Background: an optimization exercise with open tools, aiming at small area. Do not read the settings as production practice.
RTL that was checked went through simulation tests only; none was proved equivalent to the original.
Only the layout flow was run in runs 4 to 6; the RTL was not checked for function there.
Power is estimated from default activity; no workload was simulated.

==> design.v <==
package afu_pkg;
  localparam logic [1:0] FS_DEC  = 2'b00;
  localparam logic [1:0] FS_INC  = 2'b01;
  localparam logic [1:0] FS_LOAD = 2'b10;
  localparam logic [1:0] FS_CLR  = 2'b11;
  localparam logic [1:0] SEL_AR     = 2'b00;
  localparam logic [1:0] SEL_SP     = 2'b01;
  localparam logic [1:0] SEL_PCPAST = 2'b10;
  localparam logic [1:0] SEL_PC     = 2'b11;
  localparam int RS_PCPAST = 0;
  localparam int RS_SP     = 1;
  localparam int RS_AR     = 2;
  localparam int RS_PC     = 3;
endpackage
module nbit_reg
#(
  parameter int W = 8
) (
  input  logic         clock,
  input  logic         reset_n,
  input  logic         enable,
  input  logic [1:0]   funsel,
  input  logic [W-1:0] din,
  output logic [W-1:0] q
);
  logic         k_keep, k_cnt, k_load;
  logic [W-1:0] d;
  assign k_cnt  = reset_n && enable && !funsel[1];
  assign k_keep = reset_n && (!enable || !funsel[1]);
  assign k_load = reset_n && enable && (funsel == afu_pkg::FS_LOAD);
  afu_count_next #(.W(W)) u_next (
    .q(q), .up(funsel[0]), .k_cnt(k_cnt), .k_keep({W{k_keep}}),
    .k_load({W{k_load}}), .din(din), .d(d)
  );
  always_ff @(posedge clock) begin
    q <= d;
  end
endmodule
module afu_count_next
#(
  parameter int W = 8
) (
  input  logic [W-1:0] q,
  input  logic         up,
  input  logic         k_cnt,
  input  logic [W-1:0] k_keep,
  input  logic [W-1:0] k_load,
  input  logic [W-1:0] din,
  output logic [W-1:0] d
);
  logic [W-1:0] c;    
  logic [W-1:0] p;    
  logic [W-1:0] y;    
  assign c[0] = k_cnt;
  for (genvar i = 0; i < W; i++) begin : g_bit
    if (i % 2 == 0) begin : g_even
      if (i < W - 1) begin : g_p
        afu_xnor2 u_p (.a(q[i]), .b(up), .y(p[i]));
        afu_nand2 u_c (.a(c[i]), .b(p[i]), .y(c[i+1]));
      end else begin : g_nop
        assign p[i] = 1'b0;
      end
      afu_xor2 u_y (.a(q[i]), .b(c[i]), .y(y[i]));
    end else begin : g_odd
      if (i < W - 1) begin : g_p
        afu_xor2 u_p (.a(q[i]), .b(up), .y(p[i]));
        afu_nor2 u_c (.a(c[i]), .b(p[i]), .y(c[i+1]));
      end else begin : g_nop
        assign p[i] = 1'b0;
      end
      afu_xnor2 u_y (.a(q[i]), .b(c[i]), .y(y[i]));
    end
    afu_ao22 u_d (.a0(k_keep[i]), .b0(y[i]), .a1(k_load[i]), .b1(din[i]), .y(d[i]));
  end
endmodule
module afu_nand2 (
  input  logic a, b,
  output logic y
);
  assign y = !(a && b);
endmodule
module afu_nor2 (
  input  logic a, b,
  output logic y
);
  assign y = !(a || b);
endmodule
module afu_xor2 (
  input  logic a, b,
  output logic y
);
  assign y = a ^ b;
endmodule
module afu_xnor2 (
  input  logic a, b,
  output logic y
);
  assign y = !(a ^ b);
endmodule
module afu_ao22 (
  input  logic a0, b0, a1, b1,
  output logic y
);
  assign y = (a0 && b0) || (a1 && b1);
endmodule
module afu_aoi222 (
  input  logic a0, b0, a1, b1, a2, b2,
  output logic y
);
  assign y = !((a0 && b0) || (a1 && b1) || (a2 && b2));
endmodule
module addr_fetch_unit
#(
  parameter int ADDR_W = 8,
  parameter int DATA_W = 8
) (
  input  logic                Clock,
  input  logic                Reset_n,
  input  logic [DATA_W-1:0]   ARF_In,
  input  logic [1:0]          ARF_OutASel,
  input  logic [1:0]          ARF_OutBSel,
  input  logic [1:0]          ARF_FunSel,
  input  logic [3:0]          ARF_RSel,
  input  logic [DATA_W-1:0]   Mem_Data,
  input  logic                Mem_WR,
  input  logic                Mem_CS,
  input  logic [1:0]          IR_Funsel,
  input  logic                IR_Enable,
  input  logic                IR_LH,
  output logic [DATA_W-1:0]   ARF_OutA,
  output logic [DATA_W-1:0]   ARF_OutB,
  output logic [DATA_W-1:0]   Mem_Out,
  output logic [2*DATA_W-1:0] IR_Out
);
  localparam int IR_W  = 2 * DATA_W;
  localparam int DEPTH = 2 ** ADDR_W;
  logic [DATA_W-1:0] pc, ar, sp, pc_past;
  logic [ADDR_W-1:0] mem_addr;
  logic [DATA_W-1:0] mem [DEPTH];
  logic [IR_W-1:0]   ir;
  nbit_reg #(.W(DATA_W)) u_pc (
    .clock(Clock), .reset_n(Reset_n), .enable(ARF_RSel[afu_pkg::RS_PC]),
    .funsel(ARF_FunSel), .din(ARF_In), .q(pc)
  );
  nbit_reg #(.W(DATA_W)) u_ar (
    .clock(Clock), .reset_n(Reset_n), .enable(ARF_RSel[afu_pkg::RS_AR]),
    .funsel(ARF_FunSel), .din(ARF_In), .q(ar)
  );
  nbit_reg #(.W(DATA_W)) u_sp (
    .clock(Clock), .reset_n(Reset_n), .enable(ARF_RSel[afu_pkg::RS_SP]),
    .funsel(ARF_FunSel), .din(ARF_In), .q(sp)
  );
  nbit_reg #(.W(DATA_W)) u_pc_past (
    .clock(Clock), .reset_n(Reset_n), .enable(ARF_RSel[afu_pkg::RS_PCPAST]),
    .funsel(ARF_FunSel), .din(ARF_In), .q(pc_past)
  );
  always_comb begin
    ARF_OutA = ar;
    case (ARF_OutASel)
      afu_pkg::SEL_AR:     ARF_OutA = ar;
      afu_pkg::SEL_SP:     ARF_OutA = sp;
      afu_pkg::SEL_PCPAST: ARF_OutA = pc_past;
      afu_pkg::SEL_PC:     ARF_OutA = pc;
      default:    ARF_OutA = ar;
    endcase
  end
  always_comb begin
    ARF_OutB = ar;
    case (ARF_OutBSel)
      afu_pkg::SEL_AR:     ARF_OutB = ar;
      afu_pkg::SEL_SP:     ARF_OutB = sp;
      afu_pkg::SEL_PCPAST: ARF_OutB = pc_past;
      afu_pkg::SEL_PC:     ARF_OutB = pc;
      default:    ARF_OutB = ar;
    endcase
  end
  assign mem_addr = ARF_OutB[ADDR_W-1:0];
  logic [DEPTH-1:0]  row_en, row_sel;
  logic [DATA_W-1:0] rd_data;
  logic [DATA_W-1:0] wr_data;
  logic              wr_en;
  afu_row_dec #(.ADDR_W(ADDR_W)) u_dec_wr (.addr(mem_addr), .sel(row_en));
  afu_row_dec #(.ADDR_W(ADDR_W)) u_dec_rd (.addr(mem_addr), .sel(row_sel));
  for (genvar c = 0; c < DATA_W; c++) begin : g_rd
    logic [DEPTH-1:0] col;
    for (genvar r = 0; r < DEPTH; r++) begin : g_col
      assign col[r] = mem[r][c];
    end
    afu_rd_bit #(.N(DEPTH)) u_rd (.sel(row_sel), .d(col), .y(rd_data[c]));
  end
  assign wr_en   = Reset_n && !Mem_CS && Mem_WR;
  assign wr_data = wr_en ? Mem_Data : rd_data;
  always_ff @(posedge Clock) begin
    for (int r = 0; r < DEPTH; r++) begin
      if (row_en[r]) mem[r] <= wr_data;
    end
  end
  assign Mem_Out = (!Mem_CS && !Mem_WR) ? rd_data : '0;
  logic [IR_W-1:0] ir_d;
  logic            ir_cnt, ir_ld, keep_lo, keep_hi, load_lo, load_hi;
  assign ir_cnt  = Reset_n && IR_Enable && !IR_Funsel[1];
  assign ir_ld   = IR_Enable && (IR_Funsel == afu_pkg::FS_LOAD);
  assign keep_lo = Reset_n && (!IR_Enable || !IR_Funsel[1] || (ir_ld && IR_LH));
  assign keep_hi = Reset_n && (!IR_Enable || !IR_Funsel[1] || (ir_ld && !IR_LH));
  assign load_lo = Reset_n && ir_ld && !IR_LH && !Mem_CS;
  assign load_hi = Reset_n && ir_ld && IR_LH && !Mem_CS;
  afu_count_next #(.W(IR_W)) u_ir_next (
    .q(ir), .up(IR_Funsel[0]), .k_cnt(ir_cnt),
    .k_keep({{DATA_W{keep_hi}}, {DATA_W{keep_lo}}}),
    .k_load({{DATA_W{load_hi}}, {DATA_W{load_lo}}}),
    .din({rd_data, rd_data}), .d(ir_d)
  );
  always_ff @(posedge Clock) begin
    ir <= ir_d;
  end
  assign IR_Out = ir;
endmodule
module afu_row_dec
#(
  parameter int ADDR_W = 8
) (
  input  logic [ADDR_W-1:0]    addr,
  output logic [2**ADDR_W-1:0] sel
);
  localparam int LO_W = ADDR_W / 2;
  localparam int HI_W = ADDR_W - LO_W;
  logic [2**LO_W-1:0] lo_n;
  logic [2**HI_W-1:0] hi_n;
  afu_predec #(.W(LO_W)) u_lo (.a(addr[LO_W-1:0]),      .y_n(lo_n));
  afu_predec #(.W(HI_W)) u_hi (.a(addr[ADDR_W-1:LO_W]), .y_n(hi_n));
  for (genvar h = 0; h < 2**HI_W; h++) begin : g_h
    for (genvar l = 0; l < 2**LO_W; l++) begin : g_l
      afu_nor2 u_nor (.a(hi_n[h]), .b(lo_n[l]), .y(sel[h*2**LO_W+l]));
    end
  end
endmodule
module afu_predec
#(
  parameter int W = 4
) (
  input  logic [W-1:0]    a,
  output logic [2**W-1:0] y_n
);
  always_comb begin
    for (int i = 0; i < 2**W; i++) y_n[i] = (a != W'(i));
  end
endmodule
module afu_rd_bit
#(
  parameter int N = 256
) (
  input  logic [N-1:0] sel,
  input  logic [N-1:0] d,
  output logic         y
);
  localparam int G  = N / 3;           
  localparam int R  = N - 3 * G;       
  localparam int NG = G + (R > 0);
  logic [NG-1:0] g_n;
  for (genvar g = 0; g < G; g++) begin : g_aoi
    afu_aoi222 u_aoi (
      .a0(sel[3*g]), .b0(d[3*g]), .a1(sel[3*g+1]), .b1(d[3*g+1]),
      .a2(sel[3*g+2]), .b2(d[3*g+2]), .y(g_n[g])
    );
  end
  if (R == 1) begin : g_r1
    assign g_n[G] = !(sel[3*G] && d[3*G]);
  end else if (R == 2) begin : g_r2
    assign g_n[G] = !((sel[3*G] && d[3*G]) || (sel[3*G+1] && d[3*G+1]));
  end
  afu_or_n_tree #(.N(NG)) u_tree (.a_n(g_n), .y(y));
endmodule
module afu_or_n_tree
#(
  parameter int N = 86
) (
  input  logic [N-1:0] a_n,
  output logic         y
);
  assign y = !(&a_n);
endmodule
==> run.sh <==
#!/bin/bash
# synth_recipe.tcl (not shown) runs the flow's synth.tcl, then flattens the netlist and writes it again
# the make line also repeats each setting of config.mk as NAME=value (left out here)
make -C /OpenROAD-flow-scripts/flow DESIGN_CONFIG=/design/flow/config.mk WORK_HOME=/design/flow/orfs CLKGATE_MAP_FILE= SYNTH_SCRIPT=/design/flow/synth_recipe.tcl finish
==> config.mk <==
export PLATFORM = sky130hd
export DESIGN_NAME = addr_fetch_unit
export DESIGN_NICKNAME = addr_fetch_unit
export VERILOG_FILES = /design/flow/design.v
export SDC_FILE = /design/flow/constraint.sdc
export NUM_CORES = 4
export LEC_CHECK = 0
export CAP_MARGIN = 10
export CORE_MARGIN = 2
export CORE_UTILIZATION = 60
export CTS_BUF_LIST = sky130_fd_sc_hd__clkbuf_16
export CTS_CLUSTER_DIAMETER = 80
export CTS_CLUSTER_SIZE = 25
export SETUP_SLACK_MARGIN = 0.5
export SLEW_MARGIN = 10
export SYNTH_HIERARCHICAL = 1
==> constraint.sdc <==
create_clock -name core_clock -period 10.0 [get_ports {Clock}]
set_input_delay 2.0000 -clock core_clock [delete_from_list [all_inputs] [get_ports {Clock}]]
set_output_delay 2.0000 -clock core_clock [all_outputs]
set_load 0.01 [all_outputs]
==> results.ini, run 1 <==
[die]
die_area_um2 = 129000
start_util_pct = 60.3
coreArea_um2 = 125000
die_x_um = 359
die_h_um = 359
ios = 74
rows = 130

[critical_path]
cp-start-kind = primary input
critical_path_arrival_ps = 7430
crit_path_max_fanout = 13
reg2reg_slack_ps = 3250
cp.required_ps = 8000
critPathKind = primary input to output port
r2r-end = mem[38][4]$_DFFE_PP_
r2r_cells = 14
worstSetupEndpointType = output port
r2r-start = u_pc_past.q[5]$_DFF_P_

[synthesis]
synth-seq-cells = 2096
ys_types = 30
synth_warnings = 10
syn_inst = 3851
synth_area_um2 = 75500
syn_nets = 3885
ys_seq_area_share_pct = 82.7
syn_area_per_cell_um2 = 19.6

[drt]
via_per_inst = 7.59
ant_nets = 0
dr.pass1.iters = 11
drt-initial-drc-count = 10005
wl_um = 218000
routedWlPerCell_um = 37.3
drt_drc_violations_left = 0
num_vias = 44411

[worst_hold_path]
holdPathEnd = ir[15]$_DFF_P_
hold_path_class = flop to flop
hold_depth = 2
min_from = ir[15]$_DFF_P_

[clock_network]
clkLatencyLatePin_ps = 760
htreeDepth = 3
cts.sinks = 2096
cts_tree = yes
cts_buffers = 98
clockBufferDepth = 3
ctsHoldBuffers = 0
clockRootBuffer = clkbuf_16
clk_pin_slew_worst_paths_ps = 90

[timing]
hold_viol = 0
fmax_mhz = 106
fin_skew_ps = 37.9
fin_tns_setup_ps = 0
drv_slew = 0
worstMarginPinSlew_ps = 1360
min_period_over_period_pct = 94.3
relSlewSlack_pct = 9.55
hold_ws_ps = 631
rsz0062_at_grt = false
min_period_ps = 9430
setup_viol = 0

[power]
p_per_area_nw_per_um2 = 209
leakagePower_nw = 24.9
p_total_w = 0.0173
vdd_ir_drop_max_uv = 584

[layout]
final_core_util_pct = 66.2
layout_commonest_cell = edfxtp_1
area_growth_pct = 9.73
layout_common_cells = edfxtp_1, a222oi_1, nor2_1
instances_no_fill = 5853
layout-drive-gt1-share_pct = 8.12
nNetsFinal = 4196

[status]
status = complete, no violations

[global_routing]
gr-total-overflow = 0
antenna_found_initial = 17
grt_pass1_vias = 42244
grt_max_degree = 150
grt_usage_pct = 33.5
grt_pass1_wl_um = 308000

[placement]
portBuffers = 73
hpwl_um = 136000
gp_congestion = 0.931
dpl.cell_count = 5689

[job]
cap_viol_max_count = 0

## Yosys stat by module, one instance, submodules excluded, a selection
module           times used  flops+latches  cell area (um2)
addr_fetch_unit           1           2064            62500
afu_ao22                 48              0             8.76
afu_aoi222              680              0             10.0
afu_nand2                24              0             3.75
afu_nor2                531              0             3.75
afu_xnor2                48              0             8.76
afu_xor2                 43              0             8.76
## routing by layer
metal	up-vias	share of wire, %	GRT usage [%]	wire [um]
met5	-	0.043	0	95
met4	14	3.7	11.7	8150
met3	392	13	5.96	27300
met2	3314	46	51.6	101000
met1	22817	37	49.0	81800
li1	17874	-	-	-
## sequential cells by signal, summed over array words and instances (netlist names)
register	flops
mem	2048
u_pc.q	8
u_sp.q	8
u_ar.q	8
u_pc_past.q	8
ir	16
## worst max-delay path by stage
stage	start	endpoint	cells after the start	slack (ps)
6_report	ARF_OutBSel[1]	Mem_Out[4]	15	570
5_1_grt	ARF_OutBSel[0]	Mem_Out[7]	14	580
4_1_cts	ARF_OutBSel[0]	Mem_Out[2]	14	500
3_5_place_dp	ARF_OutBSel[0]	Mem_Out[5]	14	-270
3_3_place_gp	ARF_OutBSel[0]	Mem_Out[4]	14	-700
2_1_floorplan	ARF_OutBSel[0]	Mem_Out[0]	10	2730
## per-stage QoR
step / instance area, um2 / setup WS (ps)
after global routing: 82900 / 579
after global placement: 79600 / -705
final: 82900 / 566
after detailed placement: 79600 / -270
after CTS: 82800 / 502
after floorplan: 75600 / 2730
## synthesized netlist by cell type
master / count / area [um2]
a21boi_0: 4 / 30.0
a222oi_1: 680 / 6810
a22o_1: 48 / 420
and2_1: 8 / 50.1
and3b_2: 4 / 40.0
and4b_1: 4 / 40.0
buf_6: 6 / 67.6
clkbuf_1: 12 / 45.0
clkbuf_2: 2 / 10.0
dfxtp_1: 48 / 961
edfxtp_1: 2048 / 61500
inv_1: 1 / 3.75
mux2_4: 8 / 120
mux4_2: 16 / 360
nand2_1: 42 / 158
nand2b_1: 1 / 6.26
nand3b_4: 1 / 20.0
nand4_1: 180 / 1130
nand4b_1: 16 / 140
nand4bb_1: 24 / 270
nor2_1: 534 / 2000
nor2b_1: 1 / 6.26
nor4_1: 34 / 213
o21a_1: 2 / 15.0
or4_1: 16 / 120
or4_4: 4 / 45.0
or4b_1: 12 / 120
or4b_4: 4 / 55.1
xnor2_1: 48 / 420
xor2_1: 43 / 377
## cells by family (layout without fill, tap and decap cells)
group	Yosys count	count (layout)	synth area share [%]
simple gates	885	885	5.84
xor+xnor	91	91	1.05
flops	2096	2096	82.7
mux	24	29	0.636
other cells	0	4	0
buf+inv	21	364	0.167
compound gates	734	734	9.63
## area by class of cell
type | count | area [um2]
clock inverter | 34 | 249
timing repair buffer | 226 | 2090
multi-input combinational | 1739 | 13400
fill | 8271 | 42300
tap | 1650 | 2060
sequential | 2096 | 62500
clock buffer | 103 | 2580
antenna | 4 | 10.0
inverter | 1 | 3.75
## critical path, cell delays in order
cell             delay, ps
clkdlybuf4s15_2        500
mux4_2                 600
buf_4                  250
nand4b_1               110
buf_4                  310
buf_4                  270
nor2_1                 160
a222oi_1               550
nand4_1                370
nor4_4                 450
buf_4                  190
nand4_1                230
or4_1                  730
and2_1                 200
clkdlybuf4s50_1        470
## report_power, final
part	leakage [nW]	internal (W)	switching (W)
Combinational	4.58	0.000288	0.00168
Sequential	18.9	0.0108	0.0000244
Clock	1.44	0.00190	0.00260
Total	24.9	0.0130	0.00431
## what timing repair did
action	in CTS	in global routing
resized for setup	26	3
buffers inserted	13	5
endpoints found under the setup margin	8	8
pin swaps	1	2
cloned	5	0
==> inputs of run 2 (changes only) <==
--- a/config.mk
+++ b/config.mk
@@ -7,5 +7,5 @@
 export LEC_CHECK = 0
-export CAP_MARGIN = 10
+export CAP_MARGIN = 20
 export CORE_MARGIN = 2
-export CORE_UTILIZATION = 60
+export CORE_UTILIZATION = 40
 export CTS_BUF_LIST = sky130_fd_sc_hd__clkbuf_16
@@ -14,3 +14,3 @@
 export SETUP_SLACK_MARGIN = 0.5
-export SLEW_MARGIN = 10
+export SLEW_MARGIN = 20
 export SYNTH_HIERARCHICAL = 1
==> run 2 against run 1 <==
Compared with the run above:
- synthesized cell count stayed put
- global-route usage decreased by 11 points
- routed wire length is 0.40% lower
- utilization decreased by 21 points
- highest routed layer unchanged
==> results.ini, run 2 <==
[die]
die_area_um2 = 192000  ; was 129,000 um2
die_x_um = 439  ; was 359 um
ios = 74  ; unchanged
start_util_pct = 40.2  ; was 60.3%
rows = 159  ; was 130
coreArea_um2 = 188000  ; was 125,000 um2
die_h_um = 439  ; was 359 um

[drt]
via_per_inst = 6.52  ; was 7.59
ant_nets = 0  ; unchanged
drt-initial-drc-count = 8896  ; was 10.0k
dr.pass1.iters = 9  ; was 11
drt_drc_violations_left = 0  ; unchanged
num_vias = 43822  ; was 44.4k
routedWlPerCell_um = 32.4  ; was 37.3 um
wl_um = 218000  ; about the same

[global_routing]
gr-total-overflow = 0  ; unchanged
grtUsageMet2_pct = 34.3  ; was 51.6%
antenna_found_initial = 9  ; was 17
grt_pass1_wl_um = 308000  ; about the same
grt_max_degree = 140  ; was 150
busiest_layer = met2  ; unchanged
met1_usage_pct = 31.4  ; was 49.0%
grt_pass1_vias = 41757  ; was 42.2k
grt_usage_pct = 22.0  ; was 33.5%
grt.met3_usage_pct = 4.18  ; was 5.96%

[clock_network]
clk_pin_slew_worst_paths_ps = 90  ; about the same
clockRootBuffer = clkbuf_16  ; unchanged
clockBufferDepth = 3  ; unchanged
ctsHoldBuffers = 0  ; unchanged
clkLatencyLatePin_ps = 790  ; was 760 ps
htreeDepth = 3  ; unchanged
cts_buffers = 100  ; was 98
cts.sinks = 2096  ; unchanged
cts_tree = yes  ; unchanged

[power]
vdd_ir_drop_max_uv = 214  ; was 584 uV
p_per_area_nw_per_um2 = 207  ; was 209 nW/um2
leakagePower_nw = 25.1  ; was 24.9 nW

[synthesis]
synth-seq-cells = 2096  ; unchanged
ys_async_sr_fraction_pct = 0  ; unchanged
yosysMostFrequentCell = edfxtp_1  ; unchanged
synth_top_area_share_pct = 81.4  ; unchanged
synth_commonest_cells = edfxtp_1, a222oi_1, nor2_1  ; unchanged
synth_enable_flop_cells = 2048  ; unchanged
syn_nets = 3885  ; unchanged
ys_seq_area_share_pct = 82.7  ; unchanged
synthFlopType = edfxtp_1  ; unchanged
syn_area_per_cell_um2 = 19.6  ; unchanged
synth_area_um2 = 75500  ; unchanged
synth_warnings = 10  ; unchanged
yosys.area.top_type = edfxtp_1  ; unchanged
ys_top_cells_by_area = edfxtp_1, a222oi_1, nor2_1  ; unchanged
syn_inst = 3851  ; unchanged
ys_types = 30  ; unchanged

[timing]
worstMarginPinSlew_ps = 1130  ; was 1360 ps
relSlewSlack_pct = 24.4  ; was 9.55%
min_period_over_period_pct = 93.7  ; was 94.3%
hold_viol = 0  ; unchanged
min_period_ps = 9370  ; was 9430 ps
drv_slew = 0  ; unchanged
worst_slack_ps = 626  ; was 566 ps
fin_skew_ps = 50.9  ; was 37.9 ps
fin_tns_setup_ps = 0  ; unchanged
rsz0062_at_grt = false  ; unchanged
setup_viol = 0  ; unchanged
fmax_mhz = 107  ; was 106 MHz

[critical_path]
worst-path-buf-inv = 6  ; unchanged
critPathKind = primary input to output port  ; unchanged
crit_path_max_fanout = 16  ; was 13
critPathSlowestCell = mux4_2  ; was or4_1
critical_path_arrival_ps = 7370  ; was 7430 ps
crit_chain = buf_2 -> buf_4 -> mux4_2 -> buf_4 -> nand4_1 -> buf_4 -> nor2_1 -> a222oi_1 -> nand4_1 -> nor4_1 -> buf_4 -> nand4_1 -> or4_1 -> and2_1 -> clkdlybuf4s50_1  ; was clkdlybuf4s15_2 -> mux4_2 -> buf_4 -> nand4b_1 -> buf_4 -> buf_4 -> nor2_1 -> a222oi_1 -> nand4_1 -> nor4_4 -> buf_4 -> nand4_1 -> or4_1 -> and2_1 -> clkdlybuf4s50_1
worstSetupEndpointType = output port  ; unchanged
startpoint = ARF_OutBSel[0]  ; was ARF_OutBSel[1]
path_depth = 15  ; unchanged
r2r_cells = 13  ; was 14
cp-start-kind = primary input  ; unchanged
max_stage_delay_ps = 700  ; was 730 ps
crit_family = simple AND/OR/NAND/NOR gates  ; unchanged
crit_path_frequent_cell = buf_4  ; unchanged
cp.required_ps = 8000  ; about the same
r2r-start = u_pc.q[0]$_DFF_P_  ; was u_pc_past.q[5]$_DFF_P_

[status]
status = complete, no violations  ; unchanged

[layout]
top_register = mem  ; unchanged
layout-drive-gt1-share_pct = 8.47  ; was 8.12%
top_regs = mem (2048), ir (16)  ; unchanged
area_growth_pct = 11.6  ; was 9.73%
largest_reg_flops = 2048  ; unchanged
layout_common_cells = edfxtp_1, a222oi_1, nor2_1  ; unchanged
nNetsFinal = 4201  ; was 4,196
layout_commonest_cell = edfxtp_1  ; unchanged
instances_no_fill = 6723  ; was 5,853
final_core_util_pct = 44.9  ; was 66.2%
final_area_um2 = 84300  ; was 82,900 um2

[placement]
hpwl_um = 135000  ; was 136,000 um
dpl.cell_count = 6546  ; was 5,689
gp_congestion = 0.867  ; was 0.931
portBuffers = 73  ; unchanged
dpl_cell_area_um2 = 80800  ; was 79,600 um2
pre_cts_ws_ps = -377  ; was -270 ps

[job]
cap_viol_max_count = 0  ; unchanged

[worst_hold_path]
hold_path_class = flop to flop  ; unchanged
min_from = ir[15]$_DFF_P_  ; unchanged
hold_depth = 2  ; unchanged

-- run 2: cell count changes in the layout (fill, tap and decap cells not counted), moves of 5 or more --
cell	delta
buf_12	+5
inv_6	-5
nand4bb_4	-6
clkinv_2	+5
inv_1	+10
nand4bb_2	+6
-- run 2: worst min-delay path, cell delays in order (launching register included) --
cell and delay [ps]:
dfxtp_1 330, xnor2_1 140, a22o_1 120
-- run 2: layout make-up --
type | instances | area (um2)
well taps | 2495 | 3120
multi-input cells | 1740 | 13400
clock inverters | 59 | 522
inverters | 1 | 3.75
fillers | 16011 | 103000
repair buffers | 228 | 2180
flip-flops and latches | 2096 | 62500
diodes | 1 | 2.50
clock buffers | 103 | 2580
-- run 2: kinds of logic (layout without fill, tap and decap cells) --
logic type	after synthesis	count (layout)	synth area share (%)
AOI/OAI and AO/OA	734	734	9.63
xor gates and xnor gates	91	91	1.05
buffers and inverters	21	391	0.167
DFF	2096	2096	82.7
muxes	24	30	0.636
other	0	1	0
and+or+nand+nor	885	885	5.84
-- run 2: where the power goes --
group          switching, W  total (W)  internal [W]
sequential        0.0000238     0.0108        0.0108
combinational       0.00164    0.00197      0.000328
clock               0.00272    0.00470       0.00197
total               0.00439     0.0175        0.0131
-- run 2: metrics by stage --
stage / total power (W) / hold slack [ps]
6_report: 0.0175 / 621
5_1_grt: 0.0180 / 671
4_1_cts: 0.0175 / 623
3_5_place_dp: 0.0130 / 598
3_3_place_gp: 0.0129 / 585
2_1_floorplan: 0.0118 / 565
-- run 2: Yosys stat by module, one instance, submodules excluded, a selection --
| module | area, um2 | flip-flops and latches | times used | cells inside |
|---|---|---|---|---|
| afu_aoi222 | 10.0 | 0 | 680 | 1 |
| afu_xnor2 | 8.76 | 0 | 48 | 1 |
| afu_xor2 | 8.76 | 0 | 43 | 1 |
| afu_nor2 | 3.75 | 0 | 531 | 1 |
| afu_nand2 | 3.75 | 0 | 24 | 1 |
| addr_fetch_unit | 62500 | 2064 | 1 | 2113 |
| afu_ao22 | 8.76 | 0 | 48 | 1 |
-- run 2: timing repair --
item	in CTS	in global routing
endpoints found under the setup margin	8	7
gates cloned	6	0
pin swaps	1	9
buffers inserted	4	3
gates resized for setup	21	10
-- run 2: metal layers --
metal,vias up,part of all wire (%)
met2,2828,46
met1,22755,39
met3,315,12
li1,17920,-
met5,-,0.012
met4,4,3.4
-- run 2: final timing paths --
check             slack (ps)                     to
setup / recovery         630             Mem_Out[1]
hold / removal           620         ir[15]$_DFF_P_
setup reg to reg        3600  mem[226][5]$_DFFE_PP_
hold reg to reg          620         ir[15]$_DFF_P_
==> inputs of run 3 (changes only) <==
==> flow/run.sh (new file) <==
#!/bin/bash
# Layout flow: the standard ORFS flow (standard.sh, unchanged synthesis,
# floorplan, power grid and tap cells) with two settings changed:
#  - the port buffers are the smallest buffer (buf_1) instead of ORFS's
#    default choice; the resizer may still upsize them for timing;
#  - clock tree synthesis runs without dummy loads (same clustering and
#    buffer list as config.mk gives).
# ORFS writes each step's full log under orfs/logs/; make's own output goes
# to standard.log in this folder.
set -euo pipefail
bash standard.sh \
  "BUFFER_PORTS_ARGS=-buffer_cell sky130_fd_sc_hd__buf_1" \
  "CTS_ARGS=-sink_clustering_enable -repair_clock_nets -dont_use_dummy_load -buf_list sky130_fd_sc_hd__clkbuf_16 -sink_clustering_size 25 -sink_clustering_max_diameter 80" \
  finish > standard.log 2>&1
==> standard.sh (new file) <==
#!/bin/bash
# synth_recipe.tcl (not shown) runs the flow's synth.tcl, then flattens the netlist and writes it again
# the make line also repeats each setting of config.mk as NAME=value (left out here)
make -C /OpenROAD-flow-scripts/flow DESIGN_CONFIG=/design/flow/config.mk WORK_HOME=/design/flow/orfs CLKGATE_MAP_FILE= SYNTH_SCRIPT=/design/flow/synth_recipe.tcl "${@:-finish}"
--- a/config.mk
+++ b/config.mk
@@ -7,5 +7,5 @@
 export LEC_CHECK = 0
-export CAP_MARGIN = 20
+export CAP_MARGIN = 10
 export CORE_MARGIN = 2
-export CORE_UTILIZATION = 40
+export CORE_UTILIZATION = 60
 export CTS_BUF_LIST = sky130_fd_sc_hd__clkbuf_16
@@ -14,3 +14,3 @@
 export SETUP_SLACK_MARGIN = 0.5
-export SLEW_MARGIN = 20
+export SLEW_MARGIN = 10
 export SYNTH_HIERARCHICAL = 1
removed: run.sh
==> run 3 against run 2 <==
Compared with the run above:
- combinational power about the same
- sequential power about the same
- synthesized cell count unchanged
- die area down 33%
- non-clock buffer count down 11
- sequential cell count unchanged
- area after synthesis unchanged
- cell count down 14%
- design area down 3.0%
- power down 2.8%
- register-to-register slack worse by 410 ps
- critical path type unchanged
==> results.ini, run 3 <==
[status]
status = complete, no violations  ; unchanged

[synthesis]
ys_top_cells_by_area = edfxtp_1, a222oi_1, nor2_1  ; unchanged
synth-seq-cells = 2096  ; unchanged
synth_enable_flop_cells = 2048  ; unchanged
synth_warnings = 10  ; unchanged
ys_types = 30  ; unchanged
synth_commonest_cells = edfxtp_1, a222oi_1, nor2_1  ; unchanged
ys_seq_area_share_pct = 82.7  ; unchanged
syn_inst = 3851  ; unchanged
syn_nets = 3885  ; unchanged
yosysMostFrequentCell = edfxtp_1  ; unchanged
synth_area_um2 = 75500  ; unchanged
syn_area_per_cell_um2 = 19.6  ; unchanged
synthFlopType = edfxtp_1  ; unchanged
yosys.area.top_type = edfxtp_1  ; unchanged
ys_async_sr_fraction_pct = 0  ; unchanged
synth_top_area_share_pct = 81.4  ; unchanged

[drt]
via_per_inst = 7.56  ; was 6.52
top_layer = met5  ; unchanged
num_vias = 43811  ; about the same
wl_met3_um = 25600  ; was 25,300 um
wl_met2_um = 103000  ; was 101,000 um
routedWlPerCell_um = 37.4  ; was 32.4 um
wl_um = 217000  ; was 218,000 um
drt_drc_violations_left = 0  ; unchanged
dr.pass1.iters = 11  ; was 9
ant_nets = 0  ; unchanged
drt-met1-wl_um = 79400  ; was 84,300 um
drt-initial-drc-count = 9706  ; was 8,896

[worst_hold_path]
hold_path_class = flop to flop  ; unchanged
holdPathEnd = u_pc_past.q[7]$_DFF_P_  ; was ir[15]$_DFF_P_
hold_depth = 2  ; unchanged
min_from = u_pc_past.q[7]$_DFF_P_  ; was ir[15]$_DFF_P_

[critical_path]
critPathSlowestCell = mux4_2  ; unchanged
r2r_cells = 12  ; was 13
worstSetupEndpointType = output port  ; unchanged
crit_chain = buf_2 -> buf_4 -> mux4_2 -> nand4_1 -> buf_4 -> nor2_1 -> a222oi_1 -> nand4_1 -> nor4_1 -> buf_4 -> nand4_1 -> or4_1 -> and2_1 -> buf_1  ; was buf_2 -> buf_4 -> mux4_2 -> buf_4 -> nand4_1 -> buf_4 -> nor2_1 -> a222oi_1 -> nand4_1 -> nor4_1 -> buf_4 -> nand4_1 -> or4_1 -> and2_1 -> clkdlybuf4s50_1
r2r-end = mem[193][6]$_DFFE_PP_  ; was mem[226][5]$_DFFE_PP_
critPathKind = primary input to output port  ; unchanged
reg2reg_slack_ps = 3190  ; was 3600 ps
crit_path_max_fanout = 33  ; was 16
critical_path_arrival_ps = 7500  ; was 7370 ps
max_stage_delay_ps = 800  ; was 700 ps
cp.required_ps = 8000  ; about the same
r2r-start = u_pc_past.q[2]$_DFF_P_  ; was u_pc.q[0]$_DFF_P_
cp-start-kind = primary input  ; unchanged

[placement]
dpl_cell_area_um2 = 79200  ; was 80,800 um2
pre_cts_ws_ps = -131  ; was -377 ps
gp_congestion = 0.952  ; was 0.867
portBuffers = 73  ; unchanged
hpwl_um = 137000  ; was 135,000 um

[timing]
relSlewSlack_pct = 12.1  ; was 24.4%
worstMarginPinSlew_ps = 1310  ; was 1130 ps
fmax_mhz = 105  ; was 107 MHz
drv_slew = 0  ; unchanged
fin_skew_ps = 47.7  ; was 50.9 ps
min_period_ps = 9500  ; was 9370 ps
min_period_over_period_pct = 95.0  ; was 93.7%
setup_viol = 0  ; unchanged
worst_slack_ps = 499  ; was 626 ps
hold_viol = 0  ; unchanged
rsz0062_at_grt = false  ; unchanged

[die]
die_h_um = 359  ; was 439 um
rows = 130  ; was 159
start_util_pct = 60.3  ; was 40.2%
coreArea_um2 = 125000  ; was 188,000 um2
ios = 74  ; unchanged
die_area_um2 = 129000  ; was 192,000 um2
die_x_um = 359  ; was 439 um

[power]
p_per_area_nw_per_um2 = 208  ; was 207 nW/um2
leakagePower_nw = 24.4  ; was 25.1 nW
vdd_ir_drop_max_uv = 486  ; was 214 uV
p_total_w = 0.0170  ; was 0.0175 W

[clock_network]
cts_buffers = 98  ; was 100
ctsHoldBuffers = 0  ; unchanged
htreeDepth = 3  ; unchanged
clkLatencyLatePin_ps = 720  ; was 790 ps
clockRootBuffer = clkbuf_16  ; unchanged
clk_pin_slew_worst_paths_ps = 90  ; about the same
cts.sinks = 2096  ; unchanged
clockBufferDepth = 3  ; unchanged
cts_tree = yes  ; unchanged

[job]
cap_viol_max_count = 0  ; unchanged

[layout]
nFillCells = 8422  ; was 16.0k
top_regs = mem (2048), ir (16)  ; unchanged
layout-drive-gt1-share_pct = 7.31  ; was 8.47%
top_register = mem  ; unchanged
largest_reg_flops = 2048  ; unchanged
nNetsFinal = 4183  ; was 4,201
seq_area_um2 = 62500  ; unchanged
layout_common_cells = edfxtp_1, a222oi_1, nor2_1  ; unchanged
area_growth_pct = 8.28  ; was 11.6%
multiInputGateArea_um2 = 13300  ; was 13,400 um2
final_area_um2 = 81800  ; was 84,300 um2
antennaDiodeCount = 0  ; was 1
layout_commonest_cell = edfxtp_1  ; unchanged

[global_routing]
gr-total-overflow = 0  ; unchanged
grt_pass1_wl_um = 304000  ; was 308,000 um
grt_max_degree = 122  ; was 140
grt_pass1_vias = 41959  ; was 41.8k
grt_usage_pct = 33.2  ; was 22.0%
antenna_found_initial = 7  ; was 9

## run 3: area by class of cell
cell class	count	area share [%]
clock buffers	98	3.00
inverters	1	0.00459
multi-input cells	1735	16.2
flip-flops and latches	2096	76.3
well taps	1650	2.52
repair buffers	217	1.92
## run 3: modules after synthesis (local to each module, per instance), excerpt
module,cells inside,copies in the design,area (um2),flip-flops and latches
addr_fetch_unit,2113,1,62500,2064
afu_ao22,1,48,8.76,0
afu_aoi222,1,680,10.0,0
afu_nand2,1,24,3.75,0
afu_nor2,1,531,3.75,0
afu_xnor2,1,48,8.76,0
afu_xor2,1,43,8.76,0
## run 3: layer usage
| layer | up-vias | global-route usage (%) |
|---|---|---|
| li1 | 17779 | - |
| met1 | 22545 | 46.9 |
| met2 | 3090 | 53.3 |
| met3 | 391 | 6.02 |
| met4 | 6 | 10.9 |
| met5 | - | 0 |
## run 3: worst max-delay path by stage
stage	start	end	slack, ps	cells after the start
final	ARF_OutBSel[0]	Mem_Out[6]	500	14
after global routing	ARF_OutBSel[0]	Mem_Out[3]	500	14
after CTS	ARF_OutBSel[0]	Mem_Out[3]	500	14
after detailed placement	ARF_OutBSel[0]	Mem_Out[3]	-130	14
after global placement	ARF_OutBSel[0]	Mem_Out[3]	-150	14
after floorplan	ARF_OutBSel[0]	Mem_Out[0]	2730	10
## run 3: timing repair
item | in CTS | in global routing
buffers inserted | 4 | 3
gates resized for setup | 8 | 1
endpoints found under the setup margin | 7 | 5
pin swaps | 1 | 0
gates cloned | 1 | 0
## run 3: cell families after synthesis
kind of cell | count (synthesis) | synth area share (%)
compound gates | 734 | 9.63
flops | 2096 | 82.7
buf+inv | 21 | 0.167
xor+xnor | 91 | 1.05
mux | 24 | 0.636
simple gates | 885 | 5.84
## run 3: critical path, delay by kind of cell
family,cells,cell delay [ps]
compound gates,1,560
simple gates,7,2820
mux,1,800
buf+inv,5,1250
## run 3: where the power goes
part / internal (W) / switching [W] / leakage, nW
sequential: 0.0108 / 0.0000199 / 18.9
combinational: 0.000296 / 0.00168 / 4.28
clock: 0.00175 / 0.00247 / 1.21
## run 3: stage by stage
step | std cells | hold slack [ps] | utilization, % | setup TNS (ps)
after floorplan | 3851 | 565 | - | 0
after global placement | 5691 | 597 | 63.3 | -153
after detailed placement | 5691 | 590 | 63.3 | -131
after CTS | 5794 | 621 | 65.3 | 0
after global routing | 5797 | 650 | 65.3 | 0
final | 5797 | 629 | 65.3 | 0
==> inputs of run 4 (changes only) <==
--- a/design.v
+++ b/design.v
@@ -75,2 +75,8 @@
 endmodule
+module afu_inv (
+  input  logic a,
+  output logic y
+);
+  assign y = !a;
+endmodule
 module afu_nand2 (
@@ -243,5 +249,22 @@
 );
-  always_comb begin
-    for (int i = 0; i < 2**W; i++) y_n[i] = (a != W'(i));
-  end
+  logic [3:0] lo, hi;
+  afu_dec2 u_lo (.a(a[1:0]), .y(lo));
+  afu_dec2 u_hi (.a(a[3:2]), .y(hi));
+  for (genvar h = 0; h < 4; h++) begin : g_h
+    for (genvar l = 0; l < 4; l++) begin : g_l
+      afu_nand2 u_nand (.a(hi[h]), .b(lo[l]), .y(y_n[4*h+l]));
+    end
+  end
+endmodule
+module afu_dec2 (
+  input  logic [1:0] a,
+  output logic [3:0] y
+);
+  logic [1:0] a_n;
+  afu_inv u_inv0 (.a(a[0]), .y(a_n[0]));
+  afu_inv u_inv1 (.a(a[1]), .y(a_n[1]));
+  afu_nor2 u_y0 (.a(a[0]),   .b(a[1]),   .y(y[0]));
+  afu_nor2 u_y1 (.a(a_n[0]), .b(a[1]),   .y(y[1]));
+  afu_nor2 u_y2 (.a(a[0]),   .b(a_n[1]), .y(y[2]));
+  afu_nor2 u_y3 (.a(a_n[0]), .b(a_n[1]), .y(y[3]));
 endmodule
==> run 4 against run 3 <==
Compared with the run above:
- still clean
- sequential cell count unchanged
- setup slack better by 92 ps
- clock skew shrank 7.3 ps
- area after synthesis fell by 0.43%
- clock power shrank 1%
- global-route usage is 0.31 points higher
- register-to-register slack improved by 180 ps
- utilization up 0.17 points
- sequential share of layout area rose by 0.49 points
- power fell by 0.20%
- die area shrank 0.43%
==> results.ini, run 4 <==
[synthesis]
synth_commonest_cells = edfxtp_1, a222oi_1, nor2_1  ; unchanged
synth-seq-cells = 2096  ; unchanged
syn_nets = 3917  ; was 3,885
syn_area_per_cell_um2 = 19.4  ; was 19.6 um2
ys_top_cells_by_area = edfxtp_1, a222oi_1, nor2_1  ; unchanged
ys_async_sr_fraction_pct = 0  ; unchanged
yosys.area.top_type = edfxtp_1  ; unchanged
ys_types = 24  ; was 30
synth_top_area_share_pct = 81.8  ; was 81.4%
synthFlopType = edfxtp_1  ; unchanged
ys_seq_area_share_pct = 83.0  ; was 82.7%
synth_area_um2 = 75200  ; was 75,500 um2
syn_inst = 3883  ; was 3,851
synth_enable_flop_cells = 2048  ; unchanged
synth_warnings = 9  ; was 10
yosysMostFrequentCell = edfxtp_1  ; unchanged

[die]
coreArea_um2 = 124000  ; was 125,000 um2
die_area_um2 = 128000  ; was 129,000 um2
ios = 74  ; unchanged
start_util_pct = 60.6  ; was 60.3%
die_x_um = 358  ; was 359 um
die_h_um = 358  ; was 359 um
rows = 129  ; was 130

[timing]
hold_viol = 0  ; unchanged
drv_slew = 0  ; unchanged
fin_tns_setup_ps = 0  ; unchanged
min_period_over_period_pct = 94.1  ; was 95.0%
worstMarginPinSlew_ps = 1280  ; was 1310 ps
relSlewSlack_pct = 14.4  ; was 12.1%
setup_viol = 0  ; unchanged
rsz0062_at_grt = false  ; unchanged
min_period_ps = 9410  ; was 9500 ps
fin_skew_ps = 40.4  ; was 47.7 ps
fmax_mhz = 106  ; was 105 MHz

[layout]
layout_common_cells = edfxtp_1, a222oi_1, nor2_1  ; unchanged
area_growth_pct = 8.06  ; was 8.28%
largest_reg_flops = 2048  ; unchanged
top_regs = mem (2048), ir (16)  ; unchanged
layout_commonest_cell = edfxtp_1  ; unchanged
layout-drive-gt1-share_pct = 6.34  ; was 7.31%
nNetsFinal = 4214  ; was 4,183
top_register = mem  ; unchanged
instances_no_fill = 5818  ; was 5,797

[critical_path]
critPathSlowestCell = mux4_2  ; unchanged
critical_path_arrival_ps = 7410  ; was 7500 ps
crit_path_max_fanout = 8  ; was 33
critPathKind = primary input to output port  ; unchanged
cp.required_ps = 8000  ; about the same
worst-path-buf-inv = 6  ; was 5
worstSetupEndpointType = output port  ; unchanged
cp-start-kind = primary input  ; unchanged
crit_family = simple AND/OR/NAND/NOR gates  ; unchanged
max_stage_delay_ps = 680  ; was 800 ps
crit_chain = clkbuf_2 -> mux4_2 -> inv_1 -> nor2_1 -> nand2_1 -> buf_4 -> nor2_1 -> a222oi_1 -> nand4_1 -> nor4_1 -> buf_4 -> nand4_1 -> buf_4 -> or4_1 -> and2_1 -> buf_1  ; was buf_2 -> buf_4 -> mux4_2 -> nand4_1 -> buf_4 -> nor2_1 -> a222oi_1 -> nand4_1 -> nor4_1 -> buf_4 -> nand4_1 -> or4_1 -> and2_1 -> buf_1
crit_path_frequent_cell = buf_4

[power]
p_int_w = 0.0128  ; about the same
leakagePower_nw = 24.3  ; was 24.4 nW
p_per_area_nw_per_um2 = 209  ; was 208 nW/um2
clkPwrFrac_pct = 24.5  ; was 24.8%
p_sw_w = 0.00417  ; was 0.00416 W
vdd_ir_drop_max_uv = 410  ; was 486 uV
swShare_pct = 24.6  ; was 24.5%
p_comb_share_pct = 11.8  ; was 11.6%
p_seq_share_pct = 63.7  ; was 63.6%

[status]
status = complete, no violations  ; unchanged

[global_routing]
antenna_found_initial = 11  ; was 7
gr-total-overflow = 0  ; unchanged
grt_max_degree = 135  ; was 122
grt_pass1_wl_um = 303000  ; was 304,000 um
grt_usage_pct = 33.5  ; was 33.2%
grt_pass1_vias = 41875  ; was 42.0k

[drt]
drt_drc_violations_left = 0  ; unchanged
num_vias = 43934  ; was 43.8k
dr.pass1.iters = 10  ; was 11
wl_um = 215000  ; was 217,000 um
via_per_inst = 7.55  ; was 7.56
ant_nets = 0  ; unchanged
drt-initial-drc-count = 9903  ; was 9,706
routedWlPerCell_um = 37.0  ; was 37.4 um

[clock_network]
cts_tree = yes  ; unchanged
cts_buffers = 95  ; was 98
clkLatencyLatePin_ps = 710  ; was 720 ps
htreeDepth = 3  ; unchanged
clk_pin_slew_worst_paths_ps = 90  ; about the same
cts.sinks = 2096  ; unchanged
clockRootBuffer = clkbuf_16  ; unchanged
clockBufferDepth = 3  ; unchanged

[placement]
gp_congestion = 0.912  ; was 0.952
hpwl_um = 138000  ; was 137,000 um
dpl.cell_count = 5719  ; was 5,691
portBuffers = 73  ; unchanged

[job]
cap_viol_max_count = 0  ; unchanged

[worst_hold_path]
hold_path_class = flop to flop  ; unchanged

-- run 4: changes by cell type in the layout (fill, tap and decap cells not counted), moves of 11 or more --
cell,delta
nand2_1,+61
nor2_1,+33
buf_4,-19
inv_1,+16
nand4b_1,-16
nand4bb_1,-11
-- run 4: kinds of logic (layout without fill, tap and decap cells) --
kind of cell | after synthesis | after routing | synth area share [%]
flops | 2096 | 2096 | 83.0
compound gates | 734 | 734 | 9.67
buf+inv | 21 | 316 | 0.128
other cells | 0 | 3 | 0
simple gates | 917 | 917 | 5.48
xor+xnor | 91 | 91 | 1.06
mux | 24 | 24 | 0.639
-- run 4: power by group through the flow --
stage | clock [W] | sequential [W] | combinational (W)
final | 0.00416 | 0.0108 | 0.00200
after global routing | 0.00449 | 0.0108 | 0.00210
after CTS | 0.00421 | 0.0108 | 0.00200
after detailed placement | 0 | 0.0110 | 0.00200
after global placement | 0 | 0.0110 | 0.00191
after floorplan | 0 | 0.0111 | 0.000731
-- run 4: Yosys stat by module, one instance, submodules excluded, a selection --
module	flops+latches	times used	area, um2	cells inside
addr_fetch_unit	2064	1	62500	2113
afu_ao22	0	48	8.76	1
afu_aoi222	0	680	10.0	1
afu_nor2	0	563	3.75	1
afu_xnor2	0	48	8.76	1
afu_xor2	0	43	8.76	1
-- run 4: metal layers --
metal	wire length [um]	track usage [%]	share of wire (%)
met5	39	0	0.018
met1	79600	48.0	37
met3	24800	5.46	12
met4	8390	10.8	3.9
met2	103000	53.7	48
-- run 4: stage by stage --
stage / hold slack [ps] / power [W] / setup WS, ps / cell area, um2 / utilization, %
global route: 656 / 0.0174 / 569 / 81300 / 65.5
finish: 626 / 0.0170 / 591 / 81300 / 65.5
CTS: 625 / 0.0170 / 470 / 81300 / 65.5
global placement: 589 / 0.0129 / 388 / 78900 / 63.5
detailed placement: 596 / 0.0130 / 428 / 78900 / 63.5
floorplan: 565 / 0.0118 / 2930 / 75200 / -
-- run 4: final cells by class --
cell class,instances,area [um2]
clock buffer,95,2380
inverter,17,63.8
multi-input combinational,1766,12800
sequential,2096,62500
antenna,3,7.51
timing repair buffer,204,1530
fill,8266,42800
tap,1637,2050
-- run 4: tightest hold or removal path, cell delays in order, from the launching register on --
cell and delay (ps):
dfxtp_1 340, xnor2_1 140, a22o_1 120
-- run 4: timing repair --
action / in CTS / in global routing
setup buffers: 0 / 0
hold buffers: 0 / 0
gates resized for setup: 4 / 2
endpoints found under the setup margin: 4 / 6
pin swaps: 0 / 0
-- run 4: path summary, 6_finish.rpt --
kind / startpoint / end / slack (ps) / cells after the start
worst min register to register: u_pc_past.q[7]$_DFF_P_ / u_pc_past.q[7]$_DFF_P_ / 630 / 2
worst max register to register: u_pc_past.q[2]$_DFF_P_ / mem[143][0]$_DFFE_PP_ / 3370 / 14
worst min-delay path: u_pc_past.q[7]$_DFF_P_ / u_pc_past.q[7]$_DFF_P_ / 630 / 2
worst max-delay path: ARF_OutBSel[0] / Mem_Out[2] / 590 / 16
==> inputs of run 5 (changes only) <==
--- a/design.v
+++ b/design.v
@@ -111,2 +111,8 @@
 endmodule
+module afu_oa22 (
+  input  logic a0, b0, a1, b1,
+  output logic y
+);
+  assign y = (a0 || b0) && (a1 || b1);
+endmodule
 module afu_aoi222 (
@@ -183,8 +189,18 @@
   assign mem_addr = ARF_OutB[ADDR_W-1:0];
-  logic [DEPTH-1:0]  row_en, row_sel;
-  logic [DATA_W-1:0] rd_data;
-  logic [DATA_W-1:0] wr_data;
-  logic              wr_en;
+  logic [DEPTH-1:0]             row_en, row_hold, row_sel;
+  logic [DATA_W-1:0]            rd_data;
+  logic [DATA_W-1:0]            wr_data;
+  logic                         wr_en;
+  logic [DEPTH-1:0][DATA_W-1:0] mem_d;
   afu_row_dec #(.ADDR_W(ADDR_W)) u_dec_wr (.addr(mem_addr), .sel(row_en));
   afu_row_dec #(.ADDR_W(ADDR_W)) u_dec_rd (.addr(mem_addr), .sel(row_sel));
+  for (genvar r = 0; r < DEPTH; r++) begin : g_row
+    afu_inv u_hold (.a(row_en[r]), .y(row_hold[r]));
+    for (genvar c = 0; c < DATA_W; c++) begin : g_bit
+      afu_oa22 u_next (
+        .a0(row_hold[r]), .b0(wr_data[c]), .a1(row_en[r]), .b1(mem[r][c]),
+        .y(mem_d[r][c])
+      );
+    end
+  end
   for (genvar c = 0; c < DATA_W; c++) begin : g_rd
@@ -199,5 +215,3 @@
   always_ff @(posedge Clock) begin
-    for (int r = 0; r < DEPTH; r++) begin
-      if (row_en[r]) mem[r] <= wr_data;
-    end
+    for (int r = 0; r < DEPTH; r++) mem[r] <= mem_d[r];
   end
==> run 5 against run 4 <==
Compared with the run above:
- still clean on timing, DRC and antenna
- non-clock buffer count is 23 higher
- hold slack worse by 140 ps
- design area down 1.8%
- routed wire length rose by 19%
- via count increased by 41%
- clock power up 3%
- power down 3.4%
- sequential power decreased by 16%
- sequential share of layout area fell by 24 points
- critical path type unchanged
- critical endpoint is now Mem_Out[4]
==> results.ini, run 5 <==
[worst_hold_path]
min_from = mem[103][7]$_DFF_P_  ; was u_pc_past.q[7]$_DFF_P_
hold_path_class = flop to flop  ; unchanged

[layout]
top_regs = mem (2048), ir (16)  ; unchanged
layout-drive-gt1-share_pct = 4.66  ; was 6.34%
nFillCells = 9626  ; was 8,266
layout_common_cells = dfxtp_1, o22a_1, a222oi_1  ; was edfxtp_1, a222oi_1, nor2_1
seq_area_um2 = 42000  ; was 62,500 um2
largest_reg_flops = 2048  ; unchanged
top_register = mem  ; unchanged
multiInputGateArea_um2 = 30800  ; was 12,800 um2
nNetsFinal = 6542  ; was 4,214
layout_commonest_cell = dfxtp_1  ; was edfxtp_1
area_growth_pct = 8.43  ; was 8.06%

[drt]
via_per_inst = 7.60  ; was 7.55
drt_drc_violations_left = 0  ; unchanged
wl_um = 256000  ; was 215,000 um
ant_nets = 0  ; unchanged
num_vias = 61855  ; was 43.9k
routedWlPerCell_um = 31.4  ; was 37.0 um
drt-initial-drc-count = 11439  ; was 9,903
dr.pass1.iters = 10  ; unchanged

[placement]
pre_cts_ws_ps = 393  ; was 428 ps
portBuffers = 73  ; unchanged
gp_congestion = 0.992  ; was 0.912
hpwl_um = 173000  ; was 138,000 um

[critical_path]
cp-start-kind = primary input  ; unchanged
reg2reg_slack_ps = 3070  ; was 3370 ps
r2r_cells = 16  ; was 14
crit_path_max_fanout = 8  ; unchanged
critical_path_arrival_ps = 7530  ; was 7410 ps
worstSetupEndpointType = output port  ; unchanged
cp.required_ps = 8000  ; about the same
critPathKind = primary input to output port  ; unchanged
endpoint = Mem_Out[4]  ; was Mem_Out[2]
r2r-end = mem[89][4]$_DFF_P_  ; was mem[143][0]$_DFFE_PP_
r2r-start = u_pc.q[3]$_DFF_P_  ; was u_pc_past.q[2]$_DFF_P_
startpoint = ARF_OutBSel[0]  ; unchanged

[synthesis]
syn_area_per_cell_um2 = 11.9  ; was 19.4 um2
syn_inst = 6187  ; was 3,883
synth_fa_ha_area_share_pct = 0  ; unchanged
synth_area_um2 = 73600  ; was 75,200 um2
syn_nets = 6221  ; was 3,917
ys_top_cells_by_area = dfxtp_1, o22a_1, a222oi_1  ; was edfxtp_1, a222oi_1, nor2_1
ys_types = 24  ; unchanged
synth-seq-cells = 2096  ; unchanged
synth_warnings = 10  ; was 9
yosys.area.top_type = dfxtp_1  ; was edfxtp_1
synth_compound_area_share_pct = 34.2  ; was 9.67%
synthFlopType = dfxtp_1  ; was edfxtp_1
synthMuxAreaShare_pct = 0.653  ; was 0.639%
yosysMostFrequentCell = dfxtp_1  ; was edfxtp_1
synth_enable_flop_cells = 0  ; was 2,048
yosys.area_share.simple_pct = 5.59  ; was 5.48%
ys_seq_area_share_pct = 57.0  ; was 83.0%
synth_top_area_share_pct = 57.0  ; was 81.8%
synth_xor_area_share_pct = 1.08  ; was 1.06%
synth_commonest_cells = dfxtp_1, o22a_1, a222oi_1  ; was edfxtp_1, a222oi_1, nor2_1
synth_top_family_by_area = compound AO/OA/AOI/OAI gates  ; unchanged
ys_async_sr_fraction_pct = 0  ; unchanged

[timing]
worst_slack_ps = 474  ; was 591 ps
min_period_ps = 9530  ; was 9410 ps
rsz0062_at_grt = false  ; unchanged
fmax_mhz = 105  ; was 106 MHz
relSlewSlack_pct = 13.3  ; was 14.4%
drv_slew = 0  ; unchanged
setup_viol = 0  ; unchanged
fin_tns_setup_ps = 0  ; unchanged
min_period_over_period_pct = 95.3  ; was 94.1%
hold_viol = 0  ; unchanged
worstMarginPinSlew_ps = 1300  ; was 1280 ps
fin_skew_ps = 56.6  ; was 40.4 ps

[die]
rows = 128  ; was 129
die_x_um = 354  ; was 358 um
die_h_um = 354  ; was 358 um
start_util_pct = 60.5  ; was 60.6%
die_area_um2 = 126000  ; was 128,000 um2
coreArea_um2 = 122000  ; was 124,000 um2
ios = 74  ; unchanged

[clock_network]
ctsHoldBuffers = 0  ; unchanged
cts.sinks = 2096  ; unchanged
cts_tree = yes  ; unchanged
cts_buffers = 96  ; was 95
htreeDepth = 3  ; unchanged
clk_pin_slew_worst_paths_ps = 70  ; was 90 ps
clockBufferDepth = 3  ; unchanged
clkLatencyLatePin_ps = 740  ; was 710 ps
clockRootBuffer = clkbuf_16  ; unchanged

[global_routing]
antenna_found_initial = 8  ; was 11
grt_max_degree = 98  ; was 135
gr-total-overflow = 0  ; unchanged
grt_pass1_wl_um = 376000  ; was 303,000 um
grt_usage_pct = 38.9  ; was 33.5%
grt_pass1_vias = 57358  ; was 41.9k

[job]
cap_viol_max_count = 0  ; unchanged

[power]
leakagePower_nw = 27.7  ; was 24.3 nW
p_per_area_nw_per_um2 = 205  ; was 209 nW/um2
vdd_ir_drop_max_uv = 631  ; was 410 uV

[status]
status = complete, no violations  ; unchanged

[run 5: cell types whose count changed in the layout (fill, tap and decap cells not counted), moves of 8 or more]
| cell | change |
|---|---|
| inv_1 | +256 |
| buf_12 | -8 |
| nand2_1 | -14 |
| nand2_2 | +13 |
| edfxtp_1 | -2048 |
| diode_2 | +8 |
| o22a_1 | +2048 |
| buf_4 | +32 |
| dfxtp_1 | +2048 |
[run 5: per-layer routing]
layer	part of all wire [%]	wire length (um)	global-route usage (%)
met3	12	29500	8.04
met4	4.6	11800	15.9
met2	43	110000	57.9
met5	0.046	118	0.604
met1	41	105000	55.3
[run 5: how the worst min path moves through the flow]
stage,end,slack [ps],depth (start not counted)
2_1_floorplan,mem[0][0]$_DFF_P_,450,1
3_3_place_gp,mem[243][6]$_DFF_P_,460,1
5_1_grt,mem[27][3]$_DFF_P_,490,1
4_1_cts,mem[191][3]$_DFF_P_,480,1
6_report,mem[103][7]$_DFF_P_,480,1
3_5_place_dp,mem[54][5]$_DFF_P_,460,1
[run 5: kinds of logic after synthesis]
kind of cell              count (synthesis)
AOI/OAI and AO/OA                      2782
xor gates and xnor gates                 91
buffers and inverters                   277
DFF                                    2096
muxes                                    24
and+or+nand+nor                         917
[run 5: what timing repair did]
item                       CTS  global route
resized for setup            4             3
setup endpoints to repair    7             8
buffers inserted             0             0
[run 5: power breakdown]
group | internal (W) | leakage, nW | switching [W] | total (W)
Clock | 0.00172 | 1.18 | 0.00256 | 0.00428
Combinational | 0.000638 | 9.54 | 0.00240 | 0.00304
Sequential | 0.00878 | 16.9 | 0.000278 | 0.00906
Total | 0.0111 | 27.7 | 0.00524 | 0.0164
[run 5: worst max-delay path, cell delays in order]
cell      delay, ps
clkbuf_2        260
mux4_2          670
inv_1           110
nor2_1           80
nand2_1         560
buf_4           340
nor2_1          180
a222oi_1        540
nand4_1         280
nor4_1          780
buf_4           280
nand4_1         340
or4_1           750
and2_1          200
buf_1           120
[run 5: metrics by stage]
stage                     hold WS (ps)  std cells  utilization (%)  area (um2)  power [W]
after floorplan                    449       6187                -       73600     0.0105
after global placement             456       8035             63.6       77400     0.0121
after detailed placement           464       8035             63.6       77400     0.0121
after CTS                          481       8131             65.6       79800     0.0163
after global routing               493       8131             65.6       79800     0.0168
final                              484       8142             65.6       79800     0.0164
[run 5: cell type report]
class / instances / area share, %
antenna: 11 / 0.0345
sequential: 2096 / 52.6
timing repair buffer: 227 / 2.01
inverter: 273 / 1.28
clock buffer: 96 / 3.01
multi-input combinational: 3814 / 38.5
tap: 1625 / 2.55
[run 5: per-module statistics from Yosys, one instance, submodules excluded, a selection]
module	flops+latches	times used
afu_nand2	0	88
afu_ao22	0	48
afu_aoi222	0	680
afu_inv	0	272
addr_fetch_unit	2064	1
afu_xnor2	0	48
afu_oa22	0	2048
afu_xor2	0	43
afu_nor2	0	563
==> inputs of run 6 (changes only) <==
--- a/config.mk
+++ b/config.mk
@@ -13,2 +13,3 @@
 export CTS_CLUSTER_SIZE = 25
+export GPL_TIMING_DRIVEN = 0
 export SETUP_SLACK_MARGIN = 0.5
==> run 6 against run 5 <==
Compared with the run above:
- via count shrank 2.2%
- design area increased by 0.25%
- setup slack improved by 25 ps
- non-clock buffer count is 94 lower
- synthesized cell count unchanged
- routed wire length down 5.0%
- largest cell class unchanged
- clock-buffer cell count did not move
- register-to-register slack got worse by 360 ps
==> results.ini, run 6 <==
[status]
status = complete, no violations  ; unchanged

[die]
ios = 74  ; unchanged
start_util_pct = 60.5  ; unchanged
rows = 128  ; unchanged
die_h_um = 354  ; unchanged
die_x_um = 354  ; unchanged
coreArea_um2 = 122000  ; unchanged
die_area_um2 = 126000  ; unchanged

[synthesis]
syn_nets = 6221  ; unchanged
syn_area_per_cell_um2 = 11.9  ; unchanged
ys_async_sr_fraction_pct = 0  ; unchanged
yosys.area_share.simple_pct = 5.59  ; unchanged
synth-seq-cells = 2096  ; unchanged
synth_area_um2 = 73600  ; unchanged
yosys.area.top_type = dfxtp_1  ; unchanged
yosysMostFrequentCell = dfxtp_1  ; unchanged
synthMuxAreaShare_pct = 0.653  ; unchanged
synth_enable_flop_cells = 0  ; unchanged
synth_top_family_by_area = compound AO/OA/AOI/OAI gates  ; unchanged
synth_warnings = 10  ; unchanged
ys_top_cells_by_area = dfxtp_1, o22a_1, a222oi_1  ; unchanged
syn_inst = 6187  ; unchanged
synth_commonest_cells = dfxtp_1, o22a_1, a222oi_1  ; unchanged
synth_top_area_share_pct = 57.0  ; unchanged
synth_fa_ha_area_share_pct = 0  ; unchanged
ys_seq_area_share_pct = 57.0  ; unchanged
synth_xor_area_share_pct = 1.08  ; unchanged
synth_compound_area_share_pct = 34.2  ; unchanged
synthFlopType = dfxtp_1  ; unchanged
ys_types = 24  ; unchanged

[placement]
portBuffers = 69  ; was 73
dpl.cell_count = 7940  ; was 8,035
dpl_cell_area_um2 = 77500  ; was 77,400 um2
hpwl_um = 161000  ; was 173,000 um
gp_congestion = 0.911  ; was 0.992

[drt]
via_per_inst = 7.52  ; was 7.60
ant_nets = 0  ; unchanged
drt_drc_violations_left = 0  ; unchanged
dr.pass1.iters = 10  ; unchanged
wl_um = 243000  ; was 256,000 um
routedWlPerCell_um = 30.2  ; was 31.4 um
num_vias = 60510  ; was 61.9k
drt-initial-drc-count = 9505  ; was 11.4k

[power]
leakagePower_nw = 27.6  ; was 27.7 nW
swShare_pct = 31.9  ; was 32.0%
clkPwrFrac_pct = 26.1  ; about the same
vdd_ir_drop_max_uv = 740  ; was 631 uV
p_per_area_nw_per_um2 = 205  ; about the same
p_int_w = 0.0112  ; was 0.0111 W
p_comb_share_pct = 18.8  ; was 18.6%
p_sw_w = 0.00524  ; about the same
p_total_w = 0.0164  ; about the same
p_seq_share_pct = 55.1  ; was 55.3%

[layout]
layout_common_cells = dfxtp_1, o22a_1, a222oi_1  ; unchanged
final_area_um2 = 80000  ; was 79,800 um2
top_regs = mem (2048), ir (16)  ; unchanged
nNetsFinal = 6448  ; was 6,542
layout_commonest_cell = dfxtp_1  ; unchanged
instances_no_fill = 8044  ; was 8,142
layout-drive-gt1-share_pct = 3.99  ; was 4.66%
largest_reg_flops = 2048  ; unchanged
area_growth_pct = 8.71  ; was 8.43%
top_register = mem  ; unchanged

[timing]
setup_viol = 0  ; unchanged
hold_viol = 0  ; unchanged
fmax_mhz = 105  ; about the same
relSlewSlack_pct = 8.73  ; was 13.3%
hold_ws_ps = 483  ; was 484 ps
min_period_over_period_pct = 95.0  ; was 95.3%
drv_slew = 0  ; unchanged
fin_skew_ps = 53.1  ; was 56.6 ps
worstMarginPinSlew_ps = 1370  ; was 1300 ps
rsz0062_at_grt = true  ; was false
min_period_ps = 9500  ; was 9530 ps

[clock_network]
ctsResizeCount = 16  ; was 4
clk_pin_slew_worst_paths_ps = 70  ; about the same
clockRootBuffer = clkbuf_16  ; unchanged
cts.sinks = 2096  ; unchanged
cts_tree = yes  ; unchanged
clockBufferDepth = 3  ; unchanged
htreeDepth = 3  ; unchanged
post_cts_buffers = 0  ; unchanged
cts_buffers = 96  ; unchanged
clkLatencyLatePin_ps = 740  ; about the same
ctsHoldBuffers = 0  ; unchanged

[critical_path]
crit_family = simple AND/OR/NAND/NOR gates  ; unchanged
cp-start-kind = primary input  ; unchanged
max_stage_delay_ps = 890  ; was 780 ps
crit_path_max_fanout = 16  ; was 8
crit_chain = buf_6 -> mux4_2 -> inv_1 -> nor2_1 -> nand2_2 -> nor2_1 -> a222oi_1 -> nand4_1 -> nor4_2 -> nand4_1 -> or4_1 -> and2_1 -> buf_1  ; was clkbuf_2 -> mux4_2 -> inv_1 -> nor2_1 -> nand2_1 -> buf_4 -> nor2_1 -> a222oi_1 -> nand4_1 -> nor4_1 -> buf_4 -> nand4_1 -> or4_1 -> and2_1 -> buf_1
worstSetupEndpointType = output port  ; unchanged
critPathKind = primary input to output port  ; unchanged
worst-path-buf-inv = 3  ; was 5
critical_path_arrival_ps = 7500  ; was 7530 ps
critPathSlowestCell = nor4_2  ; was nor4_1
cp.required_ps = 8000  ; about the same

[global_routing]
antenna_found_initial = 9  ; was 8
grt_usage_pct = 37.1  ; was 38.9%
grt_max_degree = 95  ; was 98
gr-total-overflow = 0  ; unchanged
grt_pass1_wl_um = 359000  ; was 376,000 um
grt_pass1_vias = 56018  ; was 57.4k

[worst_hold_path]
hold_path_class = flop to flop  ; unchanged

[job]
cap_viol_max_count = 0  ; unchanged

[run 6: kinds of logic (layout without fill, tap and decap cells)]
kind of cell | after synthesis | in the layout
mux | 24 | 24
simple gates | 917 | 917
xor+xnor | 91 | 91
other cells | 0 | 7
flops | 2096 | 2096
compound gates | 2782 | 2782
buf+inv | 277 | 502
[run 6: power groups by stage]
stage | Clock, W | Combinational (W) | Sequential, W
after floorplan | 0 | 0.00134 | 0.00914
after global routing | 0.00460 | 0.00317 | 0.00909
after global placement | 0 | 0.00257 | 0.00922
after CTS | 0.00432 | 0.00298 | 0.00903
final | 0.00428 | 0.00310 | 0.00905
after detailed placement | 0 | 0.00297 | 0.00922
[run 6: layout make-up]
type / instances / area, um2
fillers: 9518 / 41700
multi-input cells: 3814 / 31000
well taps: 1625 / 2030
inverters: 273 / 1020
repair buffers: 129 / 1610
plain buffers: 4 / 32.5
clock buffers: 96 / 2400
diodes: 7 / 17.5
flip-flops and latches: 2096 / 42000
[run 6: path summary, 6_finish.rpt]
kind | end | slack [ps] | start | cells past startpoint
setup / recovery | Mem_Out[5] | 500 | ARF_OutBSel[0] | 13
hold / removal | mem[81][6]$_DFF_P_ | 480 | mem[81][6]$_DFF_P_ | 1
setup reg to reg | mem[26][3]$_DFF_P_ | 2710 | u_pc_past.q[6]$_DFF_P_ | 14
hold reg to reg | mem[81][6]$_DFF_P_ | 480 | mem[81][6]$_DFF_P_ | 1
[run 6: modules after synthesis, one instance, submodules excluded, a selection]
module           times used  cells inside  cell area, um2
afu_ao22                 48             1            8.76
afu_inv                 272             1            3.75
afu_oa22               2048             1            8.76
afu_nand2                88             1            3.75
afu_xor2                 43             1            8.76
afu_xnor2                48             1            8.76
afu_nor2                563             1            3.75
afu_aoi222              680             1            10.0
addr_fetch_unit           1          2113           42000
[run 6: stage by stage]
step                      setup WS, ps  setup TNS [ps]  utilization (%)
after floorplan                   2930               0                -
final                              500               0             65.8
after CTS                          309               0             65.7
after global placement           -1190        -1971340             62.4
after global routing               435               0             65.7
after detailed placement           180               0             63.7
[run 6: worst reg2reg max path, stage by stage, from the launching register on]
cell,delay (ps)
dfxtp_1,370
mux4_2,630
inv_1,130
nor2_1,100
nand2_2,570
nor2_1,360
a222oi_1,580
nand4_1,330
nor4_2,850
nand4_1,500
or4_1,840
mux2_8,610
buf_16,360
buf_16,280
o22a_1,680
[run 6: routing by layer]
layer / share of wire, % / up-vias / global-route usage (%)
met3: 11 / 614 / 7.78
met4: 5.2 / 6 / 17.2
met2: 42 / 3588 / 54.3
li1: - / 26458 / -
met1: 42 / 29844 / 52.4
met5: 0.020 / - / 0

## separate check: timing with driven ports
Ports are ideal in the flow. The routed layouts listed here were re-timed in OpenROAD. Step 1 (the two cells are an assumption about what drives the block):
set clk [get_ports {Clock}]
set_driving_cell -lib_cell sky130_fd_sc_hd__clkbuf_16 $clk
set_driving_cell -lib_cell sky130_fd_sc_hd__buf_2 [delete_from_list [all_inputs] $clk]
Step 2, shift: input delay + t, output delay - t, t = (earliest + latest rising clock arrival at the registers) / 2. This alone moves slack from input paths to output paths. a / b / c = no drivers / after step 1 / after step 2; a / b = the first two.
| run | t (ns) | setup slack, ns | worst setup path after step 2 | latest minus earliest clock arrival (ns) | pins driven straight from the clock port |
|---|---|---|---|---|---|
| run 1 | 0.815 | 0.566 / 0.537 / 0.537 | input to output | 0.038 / 0.038 | 1 |
| run 2 | 0.855 | 0.626 / 0.602 / 0.602 | input to output | 0.051 / 0.051 | 1 |
| run 3 | 0.770 | 0.499 / 0.460 / 0.460 | input to output | 0.048 / 0.049 | 1 |
| run 4 | 0.774 | 0.591 / 0.559 / 0.559 | input to output | 0.041 / 0.040 | 1 |
| run 5 | 0.800 | 0.474 / 0.437 / 0.437 | input to output | 0.057 / 0.057 | 1 |
| run 6 | 0.796 | 0.500 / 0.456 / 0.456 | input to output | 0.053 / 0.053 | 1 |
After both steps setup and hold are still met in every run listed. For run 6, which loses most, drivers alone change the setup slack by -0.044 ns; drivers and shift together by -0.044 ns.
